This design comes from an exercise in tuning for small area on the open sky130 flow, not from production work. In this exercise RTL edits were held to simulation tests only and were not proved equivalent to the original. No activity file was given, so power comes from the tool's default toggle rates.

== JK ==
==> flow/design.v <==
package cpu_pkg;
    localparam logic [5:0] OP_RTYPE = 6'b000000;
    localparam logic [5:0] OP_ADDIU = 6'b001001;
    localparam logic [5:0] OP_ANDI  = 6'b001100;
    localparam logic [5:0] OP_LW    = 6'b100011;
    localparam logic [5:0] OP_SW    = 6'b101011;
    localparam logic [5:0] OP_BEQ   = 6'b000100;
    localparam logic [5:0] OP_BNE   = 6'b000101;
    localparam int OP_HI  = 31;
    localparam int OP_LO  = 26;
    localparam int RS_HI  = 25;
    localparam int RS_LO  = 21;
    localparam int RT_HI  = 20;
    localparam int RT_LO  = 16;
    localparam int RD_HI  = 15;
    localparam int RD_LO  = 11;
    localparam int SH_HI  = 10;
    localparam int SH_LO  = 6;
    localparam int IMM_HI = 15;
    localparam int IMM_LO = 0;
    typedef enum logic [1:0] {
        BSEL_RT   = 2'd0,
        BSEL_SEXT = 2'd1,
        BSEL_ZEXT = 2'd2
    } bsel_e;
    typedef struct packed {
        logic [4:0] rs;
        logic [4:0] rt;
        logic [4:0] dest;
        logic       wen;
        bsel_e      bsel;
    } decode_t;
endpackage
module rf_wmux (
    input  logic [1:0] a,
    input  logic [1:0] b,
    output logic       y
);
    assign y = |(a & b);
endmodule
module rf_aoi3 (
    input  logic [2:0] a,
    input  logic [2:0] b,
    output logic       y
);
    assign y = ~|(a & b);
endmodule
module rf_nand4 (
    input  logic [3:0] x,
    output logic       y
);
    assign y = ~&x;
endmodule
module rf_nand2 (
    input  logic a,
    input  logic b,
    output logic y
);
    assign y = ~(a & b);
endmodule
module rf_nand3 (
    input  logic [2:0] x,
    output logic       y
);
    assign y = ~&x;
endmodule
module rf_a2111o (
    input  logic a,
    input  logic b,
    input  logic c,
    input  logic d,
    input  logic e,
    output logic y
);
    assign y = (a & b) | c | d | e;
endmodule
module rf_read_bit (
    input  logic [31:0] sel,
    input  logic [31:0] d,
    output logic        y
);
    logic [9:0] g;
    logic [2:0] p;
    logic       n31;
    for (genvar k = 0; k < 10; k++) begin : grp
        rf_aoi3 u_g (.a(sel[3*k+2:3*k]), .b(d[3*k+2:3*k]), .y(g[k]));
    end
    rf_nand4  u_p0  (.x(g[3:0]), .y(p[0]));
    rf_nand4  u_p1  (.x(g[7:4]), .y(p[1]));
    rf_nand2  u_n31 (.a(sel[31]), .b(d[31]), .y(n31));
    rf_nand3  u_p2  (.x({n31, g[9:8]}), .y(p[2]));
    rf_a2111o u_or  (.a(sel[30]), .b(d[30]), .c(p[0]), .d(p[1]), .e(p[2]), .y(y));
endmodule
module reg_file_2r1w #(
    parameter int XLEN  = 32,
    parameter int NREGS = 32
) (
    input  logic [4:0]                ra,
    output logic [XLEN-1:0]           rd,
    input  logic [(NREGS-1)*XLEN-1:0] nregs,
    input  logic [NREGS-1:1]          nvld,
    input  logic                      hold,
    input  logic [XLEN-1:0]           q
);
    logic [NREGS-1:0] sel;
    always_comb begin
        sel[0] = hold;
        for (int i = 1; i < NREGS; i++) sel[i] = (ra == i[4:0]) && nvld[i] && !hold;
    end
    for (genvar j = 0; j < XLEN; j++) begin : bit_g
        logic [NREGS-1:0] col;
        always_comb begin
            col[0] = q[j];
            for (int i = 1; i < NREGS; i++) col[i] = nregs[(i-1)*XLEN + j];
        end
        rf_read_bit u_rb (.sel(sel), .d(col), .y(rd[j]));
    end
endmodule
module id_issue_stage
#(
    parameter int XLEN  = 32,
    parameter int NREGS = 32
) (
    input  logic            clk,
    input  logic            rst_n,
    input  logic            in_valid,
    output logic            in_ready,
    input  logic [31:0]     in_instr,
    output logic            out_valid,
    input  logic            out_ready,
    output logic [31:0]     Instruction,
    output logic [XLEN-1:0] A,
    output logic [XLEN-1:0] B,
    output logic [4:0]      shamt,
    output logic [XLEN-1:0] store_data,
    output logic [4:0]      dest,
    output logic            dest_wen,
    input  logic            wb_en,
    input  logic [4:0]      wb_addr,
    input  logic [XLEN-1:0] wb_data,
    input  logic            flush
);
    logic [4:0]      rs, rt, rd;
    logic [5:0]      op;
    logic            is_rtype, is_ifwr;
    logic            in_wen;
    logic [4:0]      in_dest;
    logic [XLEN-1:0] rs_val, rt_val;
    assign op = in_instr[cpu_pkg::OP_HI:cpu_pkg::OP_LO];
    assign rs = in_instr[cpu_pkg::RS_HI:cpu_pkg::RS_LO];
    assign rt = in_instr[cpu_pkg::RT_HI:cpu_pkg::RT_LO];
    assign rd = in_instr[cpu_pkg::RD_HI:cpu_pkg::RD_LO];
    assign is_rtype = (op == cpu_pkg::OP_RTYPE);
    assign is_ifwr  = (op == cpu_pkg::OP_ADDIU) || (op == cpu_pkg::OP_LW) ||
                      (op == cpu_pkg::OP_ANDI);
    assign in_dest  = is_rtype ? rd : (is_ifwr ? rt : 5'd0);
    assign in_wen   = (in_dest != 5'd0);
    logic            out_valid_q, hold;
    logic [31:0]     instr_q;
    logic [XLEN-1:0] a_q, store_q;
    logic [(NREGS-1)*XLEN-1:0] regs_q, regs_d;
    logic [NREGS-1:1]      vld_q;
    logic [NREGS-1:0]      wsel;
    always_comb begin
        wsel = '0;
        for (int i = 1; i < NREGS; i++) wsel[i] = wb_en && (wb_addr == i[4:0]);
    end
    logic [NREGS-1:1] vld_d;
    assign vld_d = vld_q | wsel[NREGS-1:1];
    always_ff @(posedge clk or negedge rst_n) begin
        if (!rst_n) vld_q <= '0;
        else        vld_q <= vld_d;
    end
    for (genvar i = 1; i < NREGS; i++) begin : wr_g
        for (genvar j = 0; j < XLEN; j++) begin : bit_g
            rf_wmux u_wm (
                .a({wsel[i], ~wsel[i]}),
                .b({wb_data[j], regs_q[(i-1)*XLEN + j]}),
                .y(regs_d[(i-1)*XLEN + j])
            );
        end
    end
    always_ff @(posedge clk) regs_q <= regs_d;
    reg_file_2r1w #(.XLEN(XLEN), .NREGS(NREGS)) u_rd_rs (
        .ra(rs), .rd(rs_val), .nregs(regs_d), .nvld(vld_d), .hold(hold), .q(a_q)
    );
    reg_file_2r1w #(.XLEN(XLEN), .NREGS(NREGS)) u_rd_rt (
        .ra(rt), .rd(rt_val), .nregs(regs_d), .nvld(vld_d), .hold(hold), .q(store_q)
    );
    logic [NREGS-1:1] busy_q;
    logic [NREGS-1:0] busy_d, busy_eff, wb_mask, set_mask, fl_mask;
    logic             stall, accept;
    always_comb begin
        wb_mask  = '0;
        set_mask = '0;
        fl_mask  = '0;
        for (int i = 1; i < NREGS; i++) begin
            wb_mask[i]  = wb_en && (wb_addr == i[4:0]);
            set_mask[i] = accept && (in_dest == i[4:0]);
            fl_mask[i]  = flush && out_valid_q && (dest == i[4:0]);
        end
    end
    assign busy_eff = {busy_q, 1'b0} & ~wb_mask;
    assign stall    = in_valid & (busy_eff[rs] | busy_eff[rt] | (is_rtype & busy_eff[rd]));
    assign in_ready = (!out_valid_q | out_ready) & !stall & !flush;
    assign accept   = in_valid & in_ready;
    assign busy_d   = (busy_eff & ~fl_mask) | set_mask;
    always_ff @(posedge clk or negedge rst_n) begin
        if (!rst_n) begin
            out_valid_q <= 1'b0;
            busy_q      <= '0;
        end else begin
            out_valid_q <= accept | (out_valid_q & !out_ready & !flush);
            busy_q      <= busy_d[NREGS-1:1];
        end
    end
    assign hold = out_valid_q & !out_ready;
    logic [31:0] instr_d;
    for (genvar j = 0; j < 32; j++) begin : ins_g
        rf_wmux u_wm (.a({~hold, hold}), .b({in_instr[j], instr_q[j]}), .y(instr_d[j]));
    end
    always_ff @(posedge clk) begin
        instr_q <= instr_d;
        a_q     <= rs_val;
        store_q <= rt_val;
    end
    logic [5:0] op_q;
    logic       q_rtype, q_ifwr, q_sext, q_zext;
    assign op_q    = instr_q[cpu_pkg::OP_HI:cpu_pkg::OP_LO];
    assign q_rtype = (op_q == cpu_pkg::OP_RTYPE);
    assign q_ifwr  = (op_q == cpu_pkg::OP_ADDIU) || (op_q == cpu_pkg::OP_LW) ||
                     (op_q == cpu_pkg::OP_ANDI);
    assign q_sext  = (op_q == cpu_pkg::OP_ADDIU) || (op_q == cpu_pkg::OP_LW) ||
                     (op_q == cpu_pkg::OP_SW);
    assign q_zext  = (op_q == cpu_pkg::OP_ANDI);
    assign out_valid   = out_valid_q;
    assign Instruction = instr_q;
    assign A           = a_q;
    assign store_data  = store_q;
    assign shamt       = instr_q[cpu_pkg::SH_HI:cpu_pkg::SH_LO];
    assign dest        = q_rtype ? instr_q[cpu_pkg::RD_HI:cpu_pkg::RD_LO] :
                         (q_ifwr ? instr_q[cpu_pkg::RT_HI:cpu_pkg::RT_LO] : 5'd0);
    assign dest_wen    = (dest != 5'd0);
    assign B = (q_sext | q_zext) ?
               {{(XLEN-16){q_sext & instr_q[15]}}, instr_q[cpu_pkg::IMM_HI:cpu_pkg::IMM_LO]} :
               store_q;
endmodule
==> flow/config.mk <==
export PLATFORM = sky130hd
export DESIGN_NAME = id_issue_stage
export DESIGN_NICKNAME = id_issue_stage
export VERILOG_FILES = /design/flow/design.v
export SDC_FILE = /design/flow/constraint.sdc
export NUM_CORES = 4
export LEC_CHECK = 0
export CAP_MARGIN = 20
export CORE_MARGIN = 2
export CORE_UTILIZATION = 45
export PLACE_DENSITY = 0.6
export SLEW_MARGIN = 20
export SYNTH_HIERARCHICAL = 1
==> flow/constraint.sdc <==
create_clock -name core_clock -period 10.0 [get_ports {clk}]
set_input_delay 2.0000 -clock core_clock [delete_from_list [all_inputs] [get_ports {clk}]]
set_output_delay 2.0000 -clock core_clock [all_outputs]
set_load 0.01 [all_outputs]
standard.sh (not shown) runs the stock make flow with config.mk's settings and CLKGATE_MAP_FILE= SYNTH_SCRIPT=/design/flow/synth_recipe.tcl, a recipe that flattens the netlist after the stock synthesis.
==> flow/flow/run.sh <==
#!/bin/bash
set -euo pipefail
cd "$(dirname "$0")/.."
bash standard.sh \
  "BUFFER_PORTS_ARGS=-buffer_cell sky130_fd_sc_hd__buf_1" \
  "CTS_ARGS=-sink_clustering_enable -repair_clock_nets -dont_use_dummy_load -buf_list {sky130_fd_sc_hd__clkbuf_4 sky130_fd_sc_hd__clkbuf_8} -sink_clustering_size 15 -sink_clustering_max_diameter 60" \
  finish > flow_make.log 2>&1
> inputs changed (JK -> MS)
# JK
export LEC_CHECK = 0
export CAP_MARGIN = 20
export CORE_MARGIN = 2
export CORE_UTILIZATION = 45
export PLACE_DENSITY = 0.6
export SLEW_MARGIN = 20
export SYNTH_HIERARCHICAL = 1
create_clock -name core_clock -period 10.0 [get_ports {clk}]
# MS
export LEC_CHECK = 0
export CAP_MARGIN = 20
export CORE_MARGIN = 2
export CORE_UTILIZATION = 40
export PLACE_DENSITY = 0.55
export SLEW_MARGIN = 20
export SYNTH_HIERARCHICAL = 1
create_clock -name core_clock -period 10.0 [get_ports {clk}]
==> flow/flow/run.sh <==
#!/bin/bash
# Layout flow: the standard flow (standard synthesis and ORFS steps), with two changes:
# the port buffers are the smallest buffer cell, clock tree synthesis inserts no dummy
# loads, and after global routing gates off the critical paths are sized down
# (RECOVER_POWER, percent of paths with positive slack). Each tool's full output goes to a log file in this folder.
set -euo pipefail
cd "$(dirname "$0")/.."
bash standard.sh \
  "BUFFER_PORTS_ARGS=-buffer_cell sky130_fd_sc_hd__buf_1" \
  "CTS_ARGS=-sink_clustering_enable -repair_clock_nets -dont_use_dummy_load -buf_list {sky130_fd_sc_hd__clkbuf_4 sky130_fd_sc_hd__clkbuf_8} -sink_clustering_size 15 -sink_clustering_max_diameter 60" \
  "RECOVER_POWER=100" \
  finish > flow_make.log 2>&1
Results
- Complete run, failing final checks: MS, reason max-capacitance violations, max-slew violations.
- JK → MS: worst path setup slack after routing -1.38 ns, wire length of the first global-routing pass +1.3%, diode insertion count for antenna repair +1, met2 routed wirelength -about 0.4%.
- Looking at number of non-filler instances in the completed layout, MS sits 188 higher than JK does.
- On final instance area, MS tracks JK almost exactly.
- Going from JK to MS, count of maximum capacitance violations grows by 54.
- Relative max-transition margin ended up 170 points lower on MS than on JK.
Input-level comparison between AL and MS:
# MS
export LEC_CHECK = 0
export CAP_MARGIN = 20
export CORE_MARGIN = 2
export CORE_UTILIZATION = 40
export PLACE_DENSITY = 0.55
export SLEW_MARGIN = 20
export SYNTH_HIERARCHICAL = 1
create_clock -name core_clock -period 10.0 [get_ports {clk}]
# AL
export LEC_CHECK = 0
export CAP_MARGIN = 20
export CORE_MARGIN = 2
export CORE_UTILIZATION = 45
export PLACE_DENSITY = 0.6
export SLEW_MARGIN = 20
export SYNTH_HIERARCHICAL = 1
create_clock -name core_clock -period 10.0 [get_ports {clk}]
==> flow/flow/run.sh <==
#!/bin/bash
set -euo pipefail
cd "$(dirname "$0")/.."
SB="$PWD/flow/small_buffers.tcl"
bash standard.sh \
  "BUFFER_PORTS_ARGS=-buffer_cell sky130_fd_sc_hd__buf_1" \
  "CTS_ARGS=-sink_clustering_enable -repair_clock_nets -dont_use_dummy_load -buf_list {sky130_fd_sc_hd__clkbuf_4 sky130_fd_sc_hd__clkbuf_8} -sink_clustering_size 14 -sink_clustering_max_diameter 100" \
  "PRE_GLOBAL_PLACE_TCL=$SB" "PRE_RESIZE_TCL=$SB" "PRE_GLOBAL_ROUTE_TCL=$SB" \
  finish > flow_make.log 2>&1
==> flow/flow/small_buffers.tcl (new file) <==
# Placement and routing repair: buffer with the small buffer cells only, so that fixing the
# slew of a high-fanout net does not take a larger buffer than it needs.
set_dont_use {sky130_fd_sc_hd__buf_4 sky130_fd_sc_hd__buf_6 sky130_fd_sc_hd__buf_8
  sky130_fd_sc_hd__buf_12 sky130_fd_sc_hd__buf_16 sky130_fd_sc_hd__bufbuf_8
  sky130_fd_sc_hd__bufbuf_16 sky130_fd_sc_hd__clkbuf_4 sky130_fd_sc_hd__clkbuf_8
  sky130_fd_sc_hd__clkbuf_16 sky130_fd_sc_hd__clkdlybuf4s15_1 sky130_fd_sc_hd__clkdlybuf4s15_2
  sky130_fd_sc_hd__clkdlybuf4s18_1 sky130_fd_sc_hd__clkdlybuf4s18_2
  sky130_fd_sc_hd__clkdlybuf4s25_1 sky130_fd_sc_hd__clkdlybuf4s25_2
  sky130_fd_sc_hd__clkdlybuf4s50_1 sky130_fd_sc_hd__clkdlybuf4s50_2
  sky130_fd_sc_hd__dlygate4sd1_1 sky130_fd_sc_hd__dlygate4sd2_1 sky130_fd_sc_hd__dlygate4sd3_1
  sky130_fd_sc_hd__dlymetal6s2s_1 sky130_fd_sc_hd__dlymetal6s4s_1 sky130_fd_sc_hd__dlymetal6s6s_1}
==> run summary <==
| share of power burned in combinational logic | AL vs MS | 0.3 points higher |. Comparing AL with MS, the proportion of cell area occupied by registers came out essentially unchanged. AL: no failed stages, no open violations at the end. MS completed end to end; final checks failed (max-capacitance violations, max-slew violations). Routed wire length in AL is 8000 um below MS. Status: sequential power parity (AL, MS). The core of AL is more densely filled than that of MS. clkbuf_1 as the worst-path cell with the longest stage delay was reported by MS, and clkinv_1 by AL. Lower met3 wire length goes to AL over MS. Run comparison: MS capturing instance or port of the critical path store_q[30]$_DFF_P_; AL capturing instance or port of the critical path in_ready.

==> afterwards: timing with drivers on the ports <==
Ports are ideal in the flow. The routed layouts listed here were re-timed in OpenROAD. Step 1: set_driving_cell puts a clkbuf_16 on clk and a buf_2 on each other input, an assumption about the parent block. Step 2 adds t to the input delays and takes it off the output delays; t is the mean of the earliest and latest rising clock arrival at the registers after step 1. Input paths then give back, and output paths get back, about the clock's delay inside the block. Three values: ideal ports, drivers, drivers and shift; two values: the first two.
| run | t (ns) | setup slack, ns | latest minus earliest clock arrival (ns) | worst register clock-pin slew, ns | worst data-port slew with drivers (ns) |
|---|---|---|---|---|---|
| JK | 0.839 | 2.430 / 2.381 / 2.381 | 0.094 / 0.094 | 0.11 / 0.11 | 0.05 |
| MS | 0.848 | 1.053 / 1.106 / 0.258 | 0.150 / 0.150 | 0.10 / 0.10 | 0.17 |
| AL | 0.837 | 2.523 / 2.498 / 2.498 | 0.076 / 0.076 | 0.11 / 0.11 | 0.05 |
The setup slack of MS, which loses most, moves by +0.053 ns with the drivers and by -0.795 ns with both steps.
